Source: an optimization exercise on an open RTL-to-GDS flow (aim: a short achievable clock period). Production flows keep margins and buffers that such runs may drop. In this exercise RTL edits were held to simulation tests only and were not proved equivalent to the original. No activity file was given, so power comes from the tool's default toggle rates.

## before
==> flow/design.v (excerpt) <==
module aipTop (
  input  logic                      clk,
  input  logic                      rst,
  input  logic                      en_i,
  input  logic [32-1:0] dataInAIP_i,
  output logic [32-1:0] dataOutAIP_o,
  input  logic [4:0]                configAIP_i,
  input  logic                      readAIP_i,
  input  logic                      writeAIP_i,
  input  logic                      startAIP_i,
  output logic                      intAIP_o,
  input  logic [16-1:0]  rdAddrMemIn0_i,
  input  logic [16-1:0]  rdAddrMemIn1_i,
  output logic [32-1:0] rdDataMemIn0_o,
  output logic [32-1:0] rdDataMemIn1_o,
  input  logic                      wrEnMemOut_i,
  input  logic [16-1:0]  wrAddrMemOut_i,
  input  logic [32-1:0] wrDataMemOut_i,
  output logic [32-1:0] rdDataConfigReg_o,
  input  logic                      statusBusy_i,
  input  logic                      coreDone_i,
  output logic                      startIPcore_o
);
  localparam int InWords  = 2**5;
  localparam int OutWords = 2**6;
  typedef logic [32-1:0] wordT;
  assign startIPcore_o = startAIP_i;    
  logic wrMemIn0, wrMemIn1, wrConf, setPtr0, setPtr1, setPtrOut, setConfPtr;
  logic rdMemOut, setStatus;
  assign wrMemIn0   = writeAIP_i && (configAIP_i == 5'd0);
  assign setPtr0    = writeAIP_i && (configAIP_i == 5'd1);
  assign wrMemIn1   = writeAIP_i && (configAIP_i == 5'd2);
  assign setPtr1    = writeAIP_i && (configAIP_i == 5'd3);
  assign rdMemOut   = readAIP_i  && (configAIP_i == 5'd4);
  assign setPtrOut  = writeAIP_i && (configAIP_i == 5'd5);
  assign wrConf     = writeAIP_i && (configAIP_i == 5'd6);
  assign setConfPtr = writeAIP_i && (configAIP_i == 5'd7);
  assign setStatus  = writeAIP_i && (configAIP_i == 5'd30);
  logic [5-1:0]  memIn0Ptr;
  logic [5-1:0]  memIn1Ptr;
  logic [6-1:0] memOutPtr;
  logic                             confPtr;
  ...
==> flow/config.mk <==
export PLATFORM = sky130hd
export DESIGN_NAME = aipTop
export DESIGN_NICKNAME = aipTop
export VERILOG_FILES = /design/flow/design.v
export SDC_FILE = /design/flow/constraint.sdc
export NUM_CORES = 4
export LEC_CHECK = 0
export CAP_MARGIN = 20
export CORE_MARGIN = 2
export CORE_UTILIZATION = 40
export SETUP_SLACK_MARGIN = 2.5
export SLEW_MARGIN = 20
export SYNTH_HIERARCHICAL = 1
export SYNTH_MINIMUM_KEEP_SIZE = 0
==> flow/constraint.sdc <==
create_clock -name core_clock -period 5.1 [get_ports {clk}]
set_input_delay 1.0200 -clock core_clock [delete_from_list [all_inputs] [get_ports {clk}]]
set_output_delay 1.0200 -clock core_clock [all_outputs]
set_load 0.01 [all_outputs]
run.sh (not shown) runs the stock make flow with config.mk's settings and CLKGATE_MAP_FILE= SYNTH_SCRIPT=/design/flow/synth_recipe.tcl, a recipe that flattens the netlist after the stock synthesis.
Setup changes, before to after
--- a/flow/design.v
+++ b/flow/design.v
@@ -231,37 +231,41 @@
       if (wrMemIn1 && memIn1Ptr == i) begin
         memIn1[i*32 +: 32] <= dataInAIP_i;
       end
     end
   end
   for (genvar i = 0; i < OutWords; i++) begin : gOut
     always_ff @(posedge clk) begin
       if (wrEnMemOut_i && wrAddrMemOut_i[6-1:0] == i) begin
         memOut[i*32 +: 32] <= wrDataMemOut_i;
       end
     end
   end
-  logic [InWords-1:0] selIn0;
-  logic [InWords-1:0] selIn1;
-  aipDec32 uDec0 (.a(rdAddrMemIn0_i[5-1:0]), .sel(selIn0));
-  aipDec32 uDec1 (.a(rdAddrMemIn1_i[5-1:0]), .sel(selIn1));
-  for (genvar b = 0; b < 32; b++) begin : gRd
-    logic [InWords-1:0] col0;
-    logic [InWords-1:0] col1;
-    for (genvar i = 0; i < InWords; i++) begin : gCol
-      assign col0[i] = memIn0[i*32 + b];
-      assign col1[i] = memIn1[i*32 + b];
+  localparam int RdGroup  = 4;
+  localparam int RdGroups = 32 / RdGroup;
+  for (genvar g = 0; g < RdGroups; g++) begin : gRdGrp
+    logic [InWords-1:0] selIn0;
+    logic [InWords-1:0] selIn1;
+    aipDec32 uDec0 (.a(rdAddrMemIn0_i[5-1:0]), .sel(selIn0));
+    aipDec32 uDec1 (.a(rdAddrMemIn1_i[5-1:0]), .sel(selIn1));
+    for (genvar b = g*RdGroup; b < (g+1)*RdGroup; b++) begin : gRd
+      logic [InWords-1:0] col0;
+      logic [InWords-1:0] col1;
+      for (genvar i = 0; i < InWords; i++) begin : gCol
+        assign col0[i] = memIn0[i*32 + b];
+        assign col1[i] = memIn1[i*32 + b];
+      end
+      aipOr32 uRd0 (.sel(selIn0), .d(col0), .y(rdDataMemIn0_o[b]));
+      aipOr32 uRd1 (.sel(selIn1), .d(col1), .y(rdDataMemIn1_o[b]));
     end
-    aipOr32 uRd0 (.sel(selIn0), .d(col0), .y(rdDataMemIn0_o[b]));
-    aipOr32 uRd1 (.sel(selIn1), .d(col1), .y(rdDataMemIn1_o[b]));
   end
   logic [6-1:0] ptrNext;
   logic [6-1:0] wrAddrOut;
   logic [OutWords-1:0] selNext;
   wordT memRd;
   wordT memNext;
   wordT rdNext;
   wordT rdReg;
   logic rdOk;
   assign wrAddrOut = wrAddrMemOut_i[6-1:0];
   assign memRd     = rdOk ? rdReg : memOut[32-1:0];
   always_comb begin
Notes after the runs:
Of after and before, the lower worst setup slack after layout belongs to before. Iteration-0 DRC count of the detailed router: after > before. Diff before -> after | total global routing track utilization | increase of 0.51 points. Changes observed in after relative to before: width of the die increased 5.4 µm, net switching component of the power now sits higher. Number of buffers created by CTS ends up lower on before.

========
## orange
aipTop, a different RTL version from the one above (not shown whole).
Size: roughly 8200 cells after synthesis, roughly 260 I/O pins.
clock: 5.1 ns
lec_check: 0
cap_margin: 20
core_margin: 2
core_utilization: 40
setup_slack_margin: 2.5
slew_margin: 20
synth_hierarchical: 1
synth_minimum_keep_size: 0
What green does differently from orange at the input level:
diff --git a/flow/design.v b/flow/design.v
--- a/flow/design.v
+++ b/flow/design.v
@@ -146,48 +146,12 @@
     aipNor2 uV (.a(u[2*i]), .b(u[2*i+1]), .y(v[i]));
   end
   aipNand4 uY (.a(v[0]), .b(v[1]), .c(v[2]), .d(v[3]), .y(y));
 endmodule
 `default_nettype wire
 `default_nettype none
-module aipPre32 (
-  input  logic [4:0] a,
-  output logic [3:0] pn,
-  output logic [7:0] qn
-);
-  logic [4:0] an;
-  for (genvar b = 0; b < 5; b++) begin : gInv
-    aipInv uInv (.a(a[b]), .y(an[b]));
-  end
-  for (genvar k = 0; k < 4; k++) begin : gP
-    aipNand2 uP (
-      .a((k % 2) ? a[0] : an[0]),
-      .b(((k / 2) % 2) ? a[1] : an[1]),
-      .y(pn[k])
-    );
-  end
-  for (genvar m = 0; m < 8; m++) begin : gQ
-    aipNand3 uQ (
-      .a((m % 2) ? a[2] : an[2]),
-      .b(((m / 2) % 2) ? a[3] : an[3]),
-      .c(((m / 4) % 2) ? a[4] : an[4]),
-      .y(qn[m])
-    );
-  end
-endmodule
-module aipSel32 (
-  input  logic [3:0]  pn,
-  input  logic [7:0]  qn,
-  output logic [31:0] sel
-);
-  for (genvar i = 0; i < 32; i++) begin : gSel
-    aipNor2 uSel (.a(pn[i % 4]), .b(qn[i / 4]), .y(sel[i]));
-  end
-endmodule
-`default_nettype wire
-`default_nettype none
 module aipTop (
   input  logic                      clk,
   input  logic                      rst,
   input  logic                      en_i,
   input  logic [32-1:0] dataInAIP_i,
   output logic [32-1:0] dataOutAIP_o,
@@ -273,25 +237,19 @@
     always_ff @(posedge clk) begin
       if (wrEnMemOut_i && wrAddrMemOut_i[6-1:0] == i) begin
         memOut[i*32 +: 32] <= wrDataMemOut_i;
       end
     end
   end
-  localparam int RdGroup  = 4;
+  localparam int RdGroup  = 1;
   localparam int RdGroups = 32 / RdGroup;
-  logic [3:0] preP0;
-  logic [7:0] preQ0;
-  logic [3:0] preP1;
-  logic [7:0] preQ1;
-  aipPre32 uPre0 (.a(rdAddrMemIn0_i[5-1:0]), .pn(preP0), .qn(preQ0));
-  aipPre32 uPre1 (.a(rdAddrMemIn1_i[5-1:0]), .pn(preP1), .qn(preQ1));
   for (genvar g = 0; g < RdGroups; g++) begin : gRdGrp
     logic [InWords-1:0] selIn0;
     logic [InWords-1:0] selIn1;
-    aipSel32 uSel0 (.pn(preP0), .qn(preQ0), .sel(selIn0));
-    aipSel32 uSel1 (.pn(preP1), .qn(preQ1), .sel(selIn1));
+    aipDec32 uDec0 (.a(rdAddrMemIn0_i[5-1:0]), .sel(selIn0));
+    aipDec32 uDec1 (.a(rdAddrMemIn1_i[5-1:0]), .sel(selIn1));
     for (genvar b = g*RdGroup; b < (g+1)*RdGroup; b++) begin : gRd
       logic [InWords-1:0] col0;
       logic [InWords-1:0] col1;
       for (genvar i = 0; i < InWords; i++) begin : gCol
         assign col0[i] = memIn0[i*32 + b];
         assign col1[i] = memIn1[i*32 + b];
NOTE: clock share of power in green exceeds that of orange. Route | green vs orange | wire longer in green. orange → green: average footprint of a synthesized cell shows a reduction of 19%; final critical delay including setup and external delays shows an increase of 100 ps; clock power shows an increase of about 4%. In green, the number of clock buffer instances in the layout came out about 8% above the value in orange. Number of nets in the final layout: green vs orange up 29%. Of the two values seen for launching element of the worst setup path, rdAddrMemIn1_i[0] was produced by orange and rdAddrMemIn0_i[2] by green. Going from orange to green, synthesized area grows by 6.4%. Compared with orange, green instantiates a larger number of standard cells. In green, the total power came out about 3% above the value in orange. Share of layout cells above drive strength 1: green vs orange down 5.7 points.

## port drivers added, routing unchanged
Ports are ideal in the flow. The routed layouts listed here were re-timed in OpenROAD.
Step 1 sets driving cells, clkbuf_16 on the clock port and buf_2 on the other inputs (assumed; they add their load-dependent delay and slew).
Step 2 adds t to the input delays and takes it off the output delays; t is the mean of the earliest and latest rising clock arrival at the registers after step 1. Input paths then give back, and output paths get back, about the clock's delay inside the block.
Three values: ideal ports, drivers, drivers and shift; two values: the first two.
run	t (ns)	setup slack, ns	clock arrival spread, ns	worst data-port slew with drivers (ns)	cell pins on the clock port's net
before	1.052	0.998 / 0.949 / 0.204	0.056 / 0.057	0.26	1
after	1.092	1.110 / 1.042 / 0.175	0.084 / 0.084	0.22	1
orange	1.070	1.340 / 1.194 / 0.319	0.115 / 0.114	0.26	1
green	1.095	1.236 / 0.855 / 0.248	0.092 / 0.093	0.59	1
After both steps setup and hold are still met in every run listed. For orange, which loses most, drivers alone change the setup slack by -0.146 ns; drivers and shift together by -1.021 ns.
